Context: an optimization exercise on an open-source flow, tuned for small area and a short achievable clock period. The choices shown serve that exercise and are no tape-out recipe.
The RTL was checked by simulation tests, not by an equivalence proof against the original design.
Power figures rest on the tool's default switching activity, not on a simulated workload.

// circular_deque
module circular_deque (
    input  logic                          i_clk,
    input  logic                          i_rst_n,
    input  logic                          i_valid,
    output logic                          o_ready,
    input  logic [2:0]                    i_opcode,
    input  logic [cdq_pkg::ELEM_W-1:0]    i_value,
    output logic                          o_valid,
    input  logic                          i_ready,
    output logic [1:0]                    o_status,
    output logic [cdq_pkg::ELEM_W-1:0]    o_read_value,
    output logic [cdq_pkg::CNT_W-1:0]     o_count,
    output logic                          o_is_empty,
    output logic                          o_is_full
);
For scale: ~1,200 cells after synthesis, roughly 81 I/O pins, ~20,000 sq um of cells after synthesis.
==> flow/config.mk <==
export PLATFORM = sky130hd
export DESIGN_NAME = circular_deque
export DESIGN_NICKNAME = circular_deque
export VERILOG_FILES = /design/flow/design.v
export SDC_FILE = /design/flow/constraint.sdc
export NUM_CORES = 4
export LEC_CHECK = 0
export ABC_CLOCK_PERIOD_IN_PS = 1500
export CAP_MARGIN = 20
export CORE_MARGIN = 2
export CORE_UTILIZATION = 60
export CTS_CLUSTER_SIZE = 30
export SETUP_SLACK_MARGIN = 1.5
export SLEW_MARGIN = 20
==> flow/constraint.sdc <==
create_clock -name core_clock -period 3.2 [get_ports {i_clk}]
set_input_delay 0.6400 -clock core_clock [delete_from_list [all_inputs] [get_ports {i_clk}]]
set_output_delay 0.6400 -clock core_clock [all_outputs]
set_load 0.01 [all_outputs]
run.sh (not shown) runs the stock make flow with config.mk's settings and CLKGATE_MAP_FILE= SYNTH_SCRIPT=/design/flow/synth_recipe.tcl, a recipe that flattens the netlist after the stock synthesis.
Edit:
==> flow/config.mk (replaced) <==
export PLATFORM = sky130hd
export DESIGN_NAME = circular_deque
export DESIGN_NICKNAME = circular_deque
export VERILOG_FILES = /design/flow/design.v
export SDC_FILE = /design/flow/constraint.sdc
export NUM_CORES = 4
export LEC_CHECK = 0
export CAP_MARGIN = 20
export CORE_MARGIN = 2
export CORE_UTILIZATION = 40
export SLEW_MARGIN = 20
Routed wire length drops by 5.4%.
Via count drops by 7.9%.
Clock skew is lower by 0.0069 ns.
Worst hold slack is worse by 0.037 ns.
Final cell count rose by 4.8%.
Edit:
--- a/flow/config.mk
+++ b/flow/config.mk
@@ -9,3 +9,4 @@
 export CORE_MARGIN = 2
 export CORE_UTILIZATION = 40
+export SETUP_SLACK_MARGIN = 1.2
 export SLEW_MARGIN = 20
Outcome:
- final area is higher by 4.5%
- die area does not change
- hold slack gets better by 0.0042 ns
- count of clock-buffer cells in the layout shrinks by 3
- sequential share of layout area drops by 2.8 points

========
yarrow:
circular_deque, a different RTL version from the one above (not shown whole).
Size in the first run: ~560 flip-flops, about 21000 um^2 of cells after synthesis.
Settings: LEC_CHECK=0, CAP_MARGIN=20, CORE_MARGIN=2, CORE_UTILIZATION=40, CTS_CLUSTER_DIAMETER=100, CTS_CLUSTER_SIZE=25, SETUP_SLACK_MARGIN=1.5, SLEW_MARGIN=20; clock period 3.2 ns.
standard.sh (not shown) runs the stock make flow with config.mk's settings and CLKGATE_MAP_FILE= SYNTH_SCRIPT=/design/flow/synth_recipe.tcl, a recipe that flattens the netlist after the stock synthesis.
==> flow/flow/run.sh <==
#!/bin/bash
# Standard layout, except that the port buffers are plain buffers
# (buf_2) instead of the delay buffer buffer_ports picks by default.
set -o pipefail
export BUFFER_PORTS_ARGS="-buffer_cell sky130_fd_sc_hd__buf_2"
bash standard.sh > standard.log 2>&1
yarrow went all the way through the flow, and no timing, DRC or antenna check failed.
Relative to yarrow, the following input files were edited for juniper:
Settings: changing SETUP_SLACK_MARGIN from 1.5 to 1.45.
Findings:
Going from yarrow to juniper, overall routed net length shrinks by about 6%. Lower data arrival time of the critical path among yarrow and juniper: juniper. Final cell count: juniper vs yarrow down 88. Re total combinational power: yarrow and juniper aren't equal, and the lower value belongs to juniper. Met1 routed wirelength after detailed routing in juniper vs yarrow: down 210 um. Diff yarrow -> juniper | count of fill cells added during filler insertion | increase of 226. Summary: final HPWL from detailed placement, juniper better than yarrow. Non-clock buffer count shrinks by more than a quarter when moving from yarrow to juniper.
Input changes introduced in maple (baseline for comparison: juniper):
Settings: PLACE_DENSITY newly set to 0.75.
[summary]
- maple against juniper: setup slack went down; global-route usage went down; detailed placer's ending HPWL went up; clock transition at the register clock pins on the worst setup and hold paths after CTS did not really move.
- Comparing juniper and maple, clock skew is lower on juniper.
#### Input delta (garnet over maple)
Settings: SETUP_SLACK_MARGIN: 1.45 -> 1.6; PLACE_DENSITY: 0.75 -> unset.
==> results.txt <==
Between maple and garnet, the flow reports via count increasing by a few percent. The floorplan die width on garnet is in line with that on maple. Count of clock-buffer cells in the layout, garnet vs maple: down by a few percent. Going from maple to garnet, hold slack shrinks by 22 ps. maple has a lower fraction of power consumed by combinational cells than garnet. Going from maple to garnet, ratio of final minimum period to clock period did not really move, count of routing violations after the opening detailed-route iteration went down.
--- input diff garnet..tundra ---
Settings: changing SETUP_SLACK_MARGIN from 1.6 to 1.3; changing CORE_UTILIZATION from 40 to 55.
==> flow/run.sh (new file) <==
#!/bin/bash
# synth_recipe.tcl (not shown) runs the flow's synth.tcl, then flattens the netlist and writes it again
# the make line also repeats each setting of config.mk as NAME=value (left out here)
make -C /OpenROAD-flow-scripts/flow DESIGN_CONFIG=/design/flow/config.mk WORK_HOME=/design/flow/orfs CLKGATE_MAP_FILE= SYNTH_SCRIPT=/design/flow/synth_recipe.tcl finish
removed: flow/flow/run.sh
removed: flow/standard.sh
Findings:
garnet went all the way through synthesis, placement and routing and the layout is clean on timing, DRC and antenna. tundra finished end to end and its layout was clean on timing, DRC and antenna. Compared tundra against garnet; maximum count of clock buffers along a single path within noise. Delta(layout-stage area growth over the synthesis result, tundra - garnet) < 0. [tundra vs garnet] static leakage: lower in tundra. The standard cells in tundra occupy less silicon area than those in garnet do. garnet → tundra: minimum clock period saw an increase, initial antenna violation count saw a decrease, wire length on met2 saw a decrease, final cycle utilization of the critical path saw an increase. A highest signal layer in the routed design of met4 is what tundra shows, while met5 belongs to garnet. Compare garnet and tundra | number of buffers outside the clock class in the layout higher: garnet. When tundra is set beside garnet, its power per standard cell area turns out to be about 7% larger.

========
circular_deque again, from the RTL that the note above started with.
Settings: LEC_CHECK=0, CAP_MARGIN=20, CORE_MARGIN=2, CORE_UTILIZATION=40, CTS_CLUSTER_DIAMETER=100, CTS_CLUSTER_SIZE=25, SETUP_SLACK_MARGIN=1.4, SLEW_MARGIN=20; clock period 3.2 ns.
==> flow/flow/run.sh <==
#!/bin/bash
# Standard layout, except that the port buffers are plain buffers
# (buf_2) instead of the delay buffer buffer_ports picks by default.
set -o pipefail
export BUFFER_PORTS_ARGS="-buffer_cell sky130_fd_sc_hd__buf_2"
bash standard.sh > standard.log 2>&1
Next try:
PLACE_DENSITY = 0.75   (was unset)
Effect: The changed run produced a clean layout. Sequential share of layout area shrinks by 0.17 points. Utilization came out higher by 0.15 points. Worst hold slack got worse by 0.020 ns.
Next try:
CTS_BUF_LIST = sky130_fd_sc_hd__clkbuf_8   (was unset)
CTS_CLUSTER_SIZE = 16   (was 25)
PLACE_DENSITY = unset   (was 0.75)
SETUP_SLACK_MARGIN = 1.45   (was 1.4)
=> Final area grows by 3.2%; first-iteration DRC count shrinks by 10%; power shrinks by 0.93%; global-route usage grows by 2.2 points; fmax shrinks by 2.9%.
Next try:
CTS_BUF_LIST = unset   (was sky130_fd_sc_hd__clkbuf_8)
CTS_CLUSTER_SIZE = 25   (was 16)
SETUP_SLACK_MARGIN = 1.3   (was 1.45)
Power is higher slightly.
Worst setup slack is worse by 0.042 ns.
Synthesized cell count stays the same.
Maximum frequency is lower by a few percent.
Next try:
CTS_CLUSTER_SIZE = 20   (was 25)
SETUP_SLACK_MARGIN = 1.45   (was 1.3)
Result: Die area is unchanged. Sequential cell count is unchanged. Critical path depth rose by 1.

========
circular_deque, a different RTL version from the one above (not shown whole).
For scale: roughly 2000 cells after synthesis, roughly 560 flip-flops, ~81 I/O pins, roughly 23000 sq um of cells after synthesis.
==> flow/design.v (excerpt) <==
module circular_deque (
    input  logic                          i_clk,
    input  logic                          i_rst_n,
    input  logic                          i_valid,
    output logic                          o_ready,
    input  logic [2:0]                    i_opcode,
    input  logic [cdq_pkg::ELEM_W-1:0]    i_value,
    output logic                          o_valid,
    input  logic                          i_ready,
    output logic [1:0]                    o_status,
    output logic [cdq_pkg::ELEM_W-1:0]    o_read_value,
    output logic [cdq_pkg::CNT_W-1:0]     o_count,
    output logic                          o_is_empty,
    output logic                          o_is_full
);
    localparam int N = cdq_pkg::NCELL;
    localparam int W = cdq_pkg::ELEM_W;
    cdq_pkg::t_elem            mem [N];
    logic [N-1:0]              r_head;    
    logic [N-1:0]              r_tail;    
    logic [N-1:0]              head_m1, head_p1, tail_m1, tail_p1;
    logic [cdq_pkg::CNT_W-1:0] r_count;
    logic [cdq_pkg::CNT_W-1:0] n_count;
  ...
==> flow/config.mk <==
export PLATFORM = sky130hd
export DESIGN_NAME = circular_deque
export DESIGN_NICKNAME = circular_deque
export VERILOG_FILES = /design/flow/design.v
export SDC_FILE = /design/flow/constraint.sdc
export NUM_CORES = 4
export LEC_CHECK = 0
export ABC_AREA = 1
export CAP_MARGIN = 20
export CORE_MARGIN = 2
export CORE_UTILIZATION = 40
export CTS_CLUSTER_DIAMETER = 100
export CTS_CLUSTER_SIZE = 25
export SETUP_SLACK_MARGIN = 1.3
export SLEW_MARGIN = 20
==> flow/constraint.sdc <==
create_clock -name core_clock -period 3.2 [get_ports {i_clk}]
set_input_delay 0.6400 -clock core_clock [delete_from_list [all_inputs] [get_ports {i_clk}]]
set_output_delay 0.6400 -clock core_clock [all_outputs]
set_load 0.01 [all_outputs]
run.sh (not shown) runs the stock make flow with config.mk's settings and CLKGATE_MAP_FILE= SYNTH_SCRIPT=/design/flow/synth_recipe.tcl, a recipe that flattens the netlist after the stock synthesis.
Stock flow here: none of the scripts above is used.
The first run ran to the end with no violations.
Rerun with:
Settings changed: ABC_AREA 1 to default.
Result:
- worst setup slack is better by 0.038 ns
- first-iteration DRC count fell by 20%
- die area fell by 7.1%
- sequential share of layout area rose by 1.6 points
- global-route usage fell by 0.72 points
- cell area fell by 2.4%
- combinational power fell by 43%

========
## JK
circular_deque, a different RTL version from the one above (not shown whole).
Size in the first run: ~1,100 cells after synthesis, roughly 81 I/O pins.
Settings: LEC_CHECK=0, CAP_MARGIN=20, CORE_MARGIN=2, CORE_UTILIZATION=40, SETUP_SLACK_MARGIN=1.4, SLEW_MARGIN=20; clock period 3.2 ns.
Relative to JK, the following input files were edited for MS:
Settings: a change of SETUP_SLACK_MARGIN from 1.4 to 1.0.
Findings:
- MS ended with every stage complete and zero timing, DRC or antenna violations.
- Looking at end of the critical path, the o_read_value[15] result is from JK; the o_read_value[11] one comes from MS.
- Between MS and JK, clock distribution area overhead in the final layout is higher for MS, JK comes in under that.
- Changes observed in MS relative to JK: clock tree buffer count of the final layout rose by 4; number of signal-net buffers in the layout fell by 105; smallest setup slack after layout fell by 48 ps.
- The higher detailed-placement wirelength estimate came out of MS.
- MS vs JK — met2 wire length dropped 3.6 mm.
- MS: worst slack at placement lower than JK
- MS against JK: total cell area at the placement stage held steady, shortest clock period the worst path allows after layout now larger.

========
v8:
The RTL this note starts from:
==> flow/design.v <==
package cdq_pkg;
    localparam int SLOTS  = 16;
    localparam int ELEM_W = 32;
    localparam int NCELL  = SLOTS - 1;
    localparam int CNT_W  = $clog2(SLOTS);
    localparam logic [CNT_W-1:0] CNT_MAX = CNT_W'(NCELL);
    localparam logic [2:0] OP_PUSH_BACK  = 3'd0;
    localparam logic [2:0] OP_PUSH_FRONT = 3'd1;
    localparam logic [2:0] OP_POP_FRONT  = 3'd2;
    localparam logic [2:0] OP_POP_BACK   = 3'd3;
    localparam logic [2:0] OP_PEEK_FRONT = 3'd4;
    localparam logic [2:0] OP_PEEK_BACK  = 3'd5;
    localparam logic [2:0] OP_CLEAR      = 3'd6;
    localparam logic [1:0] ST_DONE  = 2'd0;
    localparam logic [1:0] ST_EMPTY = 2'd1;
    localparam logic [1:0] ST_FULL  = 2'd2;
    typedef logic [ELEM_W-1:0] t_elem;
endpackage
module circular_deque (
    input  logic                          i_clk,
    input  logic                          i_rst_n,
    input  logic                          i_valid,
    output logic                          o_ready,
    input  logic [2:0]                    i_opcode,
    input  logic [cdq_pkg::ELEM_W-1:0]    i_value,
    output logic                          o_valid,
    input  logic                          i_ready,
    output logic [1:0]                    o_status,
    output logic [cdq_pkg::ELEM_W-1:0]    o_read_value,
    output logic [cdq_pkg::CNT_W-1:0]     o_count,
    output logic                          o_is_empty,
    output logic                          o_is_full
);
    localparam int N = cdq_pkg::NCELL;
    localparam int W = cdq_pkg::ELEM_W;
    cdq_pkg::t_elem            mem [N];
    logic [N-1:0]              r_head;    
    logic [N-1:0]              r_tail;    
    logic [N-1:0]              head_m1, head_p1, tail_m1, tail_p1;
    logic [cdq_pkg::CNT_W-1:0] r_count;
    logic [cdq_pkg::CNT_W-1:0] n_count;
    logic                      n_empty, n_full;
    logic                      r_empty, r_full;
    logic                      r_valid;
    logic [1:0]                r_status;
    logic [1:0]                n_status;
    logic [cdq_pkg::CNT_W-1:0] r_out_count;
    logic                      r_out_empty, r_out_full;
    cdq_pkg::t_elem            r_rd;
    cdq_pkg::t_elem            n_rd;
    logic [N-1:0]              rd_sel;
    logic                      in_acc;
    logic                      push_b, push_f, pop_f, pop_b, rd_any, clr;
    assign o_ready = ~r_valid | i_ready;
    assign in_acc  = i_valid & o_ready;
    assign head_m1 = {r_head[0], r_head[N-1:1]};
    assign head_p1 = {r_head[N-2:0], r_head[N-1]};
    assign tail_m1 = {r_tail[0], r_tail[N-1:1]};
    assign tail_p1 = {r_tail[N-2:0], r_tail[N-1]};
    always_comb begin
        push_b   = 1'b0;
        push_f   = 1'b0;
        pop_f    = 1'b0;
        pop_b    = 1'b0;
        rd_any   = 1'b0;
        clr      = 1'b0;
        n_status = cdq_pkg::ST_DONE;
        case (i_opcode)
            cdq_pkg::OP_PUSH_BACK:  if (r_full) n_status = cdq_pkg::ST_FULL; else push_b = 1'b1;
            cdq_pkg::OP_PUSH_FRONT: if (r_full) n_status = cdq_pkg::ST_FULL; else push_f = 1'b1;
            cdq_pkg::OP_POP_FRONT:  if (r_empty) n_status = cdq_pkg::ST_EMPTY; else begin pop_f = 1'b1; rd_any = 1'b1; end
            cdq_pkg::OP_POP_BACK:   if (r_empty) n_status = cdq_pkg::ST_EMPTY; else begin pop_b = 1'b1; rd_any = 1'b1; end
            cdq_pkg::OP_PEEK_FRONT: if (r_empty) n_status = cdq_pkg::ST_EMPTY; else rd_any = 1'b1;
            cdq_pkg::OP_PEEK_BACK:  if (r_empty) n_status = cdq_pkg::ST_EMPTY; else rd_any = 1'b1;
            cdq_pkg::OP_CLEAR:      clr = 1'b1;
            default: ;
        endcase
    end
    always_comb begin
        n_count = r_count;
        if (clr) n_count = '0;
        else if (push_b | push_f) n_count = r_count + 1'b1;
        else if (pop_f | pop_b) n_count = r_count - 1'b1;
    end
    assign n_empty = (n_count == '0);
    assign n_full  = (n_count == cdq_pkg::CNT_MAX);
    assign rd_sel = i_opcode[0] ? tail_m1 : r_head;
    cdq_pkg::t_elem rd_acc [N+1];
    assign rd_acc[0] = '0;
    for (genvar g = 0; g < N; g++) begin : g_rd
        assign rd_acc[g+1] = rd_acc[g] | (mem[g] & {W{rd_sel[g]}});
    end
    assign n_rd = rd_acc[N] & {W{rd_any}};
    for (genvar g = 0; g < N; g++) begin : g_slot
        always_ff @(posedge i_clk) begin
            if (!r_full && (head_m1[g] || r_tail[g])) mem[g] <= i_value;
        end
    end
    always_ff @(posedge i_clk) begin
        if (!i_rst_n) begin
            r_head  <= {{(N-1){1'b0}}, 1'b1};
            r_tail  <= {{(N-1){1'b0}}, 1'b1};
            r_count <= '0;
            r_empty <= 1'b1;
            r_full  <= 1'b0;
            r_valid <= 1'b0;
        end else begin
            if (in_acc) begin
                r_count <= n_count;
                r_empty <= n_empty;
                r_full  <= n_full;
                r_valid <= 1'b1;
                if (push_f) r_head <= head_m1;
                else if (pop_f) r_head <= head_p1;
                if (clr) r_tail <= r_head;
                else if (push_b) r_tail <= tail_p1;
                else if (pop_b) r_tail <= tail_m1;
            end else if (i_ready) begin
                r_valid <= 1'b0;
            end
        end
        if (o_ready) begin
            r_status    <= n_status;
            r_rd        <= n_rd;
            r_out_count <= n_count;
            r_out_empty <= n_empty;
            r_out_full  <= n_full;
        end
    end
    assign o_valid      = r_valid;
    assign o_status     = r_status;
    assign o_read_value = r_rd;
    assign o_count      = r_out_count;
    assign o_is_empty   = r_out_empty;
    assign o_is_full    = r_out_full;
endmodule
export LEC_CHECK = 0
export CAP_MARGIN = 20
export CORE_MARGIN = 2
export CORE_UTILIZATION = 40
export CTS_CLUSTER_DIAMETER = 100
export CTS_CLUSTER_SIZE = 25
export SETUP_SLACK_MARGIN = 1.5
export SLEW_MARGIN = 20
create_clock -name core_clock -period 3.2 [get_ports {i_clk}]
v8 was carried through to the last stage, and its layout satisfied the timing, design-rule and antenna checks.
#### Input delta (v33 over v8)
- CTS_CLUSTER_SIZE no longer set, was 25
- CTS_CLUSTER_DIAMETER no longer set, was 100
Findings:
Compared with v8, v33 has extra setup slack.
In the flow results for v33 and v8, the power is smaller on v8.
Re share of power burned in registers: v8 was higher than v33.
Relative contribution of the clock network to total power: higher on v33
The run showing the greater transition time at the pin with the least slew margin is v33.

[port drivers added, routing unchanged]
The flow's constraints put no driver on any port. The routed layouts listed below were extracted and timed again, unchanged, in two steps. Step 1 assumes that a clkbuf_16 drives the clock port and a buf_2 every other input. Step 2 moves the port delays by t, midway between the first and last clock arrival at a register: inputs arrive t later, outputs are due t later. That takes back most of the time a late clock gives input paths. Slacks: no drivers / after step 1 / after step 2; pairs: no drivers / after step 1.
run | shift t [ns] | setup WS [ns] | clock arrival spread, ns | cell pins on the clock port's net
the first run of note 1 | 0.633 | 1.050 / 1.061 / 0.428 | 0.031 / 0.031 | 1
the second run of note 1 | 0.639 | 0.470 / 0.438 / -0.140 | 0.021 / 0.021 | 1
the third run of note 1 | 0.664 | 1.156 / 1.172 / 0.508 | 0.033 / 0.032 | 1
yarrow | 0.652 | 1.334 / 1.279 / 0.806 | 0.020 / 0.020 | 1
juniper | 0.657 | 1.369 / 1.311 / 0.800 | 0.019 / 0.020 | 1
maple | 0.658 | 1.336 / 1.282 / 0.688 | 0.036 / 0.036 | 1
garnet | 0.668 | 1.336 / 1.280 / 0.637 | 0.042 / 0.042 | 1
tundra | 0.649 | 1.293 / 1.235 / 0.708 | 0.025 / 0.025 | 1
the first run of note 3 | 0.660 | 1.372 / 1.315 / 0.758 | 0.030 / 0.030 | 1
the second run of note 3 | 0.653 | 1.368 / 1.316 / 0.800 | 0.031 / 0.031 | 1
the third run of note 3 | 0.713 | 1.314 / 1.259 / 0.803 | 0.057 / 0.057 | 1
the fourth run of note 3 | 0.659 | 1.272 / 1.272 / 0.685 | 0.031 / 0.031 | 1
the fifth run of note 3 | 0.678 | 1.304 / 1.290 / 0.741 | 0.019 / 0.019 | 1
the first run of note 4 | 0.662 | 1.225 / 1.167 / 0.796 | 0.023 / 0.022 | 1
the second run of note 4 | 0.655 | 1.263 / 1.207 / 0.663 | 0.016 / 0.017 | 1
JK | 0.631 | 0.275 / 0.219 / 0.850 | 0.015 / 0.015 | 1
MS | 0.654 | 0.227 / 0.167 / 0.510 | 0.020 / 0.020 | 1
v8 | 0.649 | 1.277 / 1.224 / 0.655 | 0.045 / 0.045 | 1
v33 | 0.667 | 1.292 / 1.240 / 0.654 | 0.036 / 0.036 | 1
Met with ideal ports but missed after step 2: setup timing in the second run of note 1. The setup slack of garnet, which loses most, moves by -0.056 ns with the drivers and by -0.699 ns with both steps.
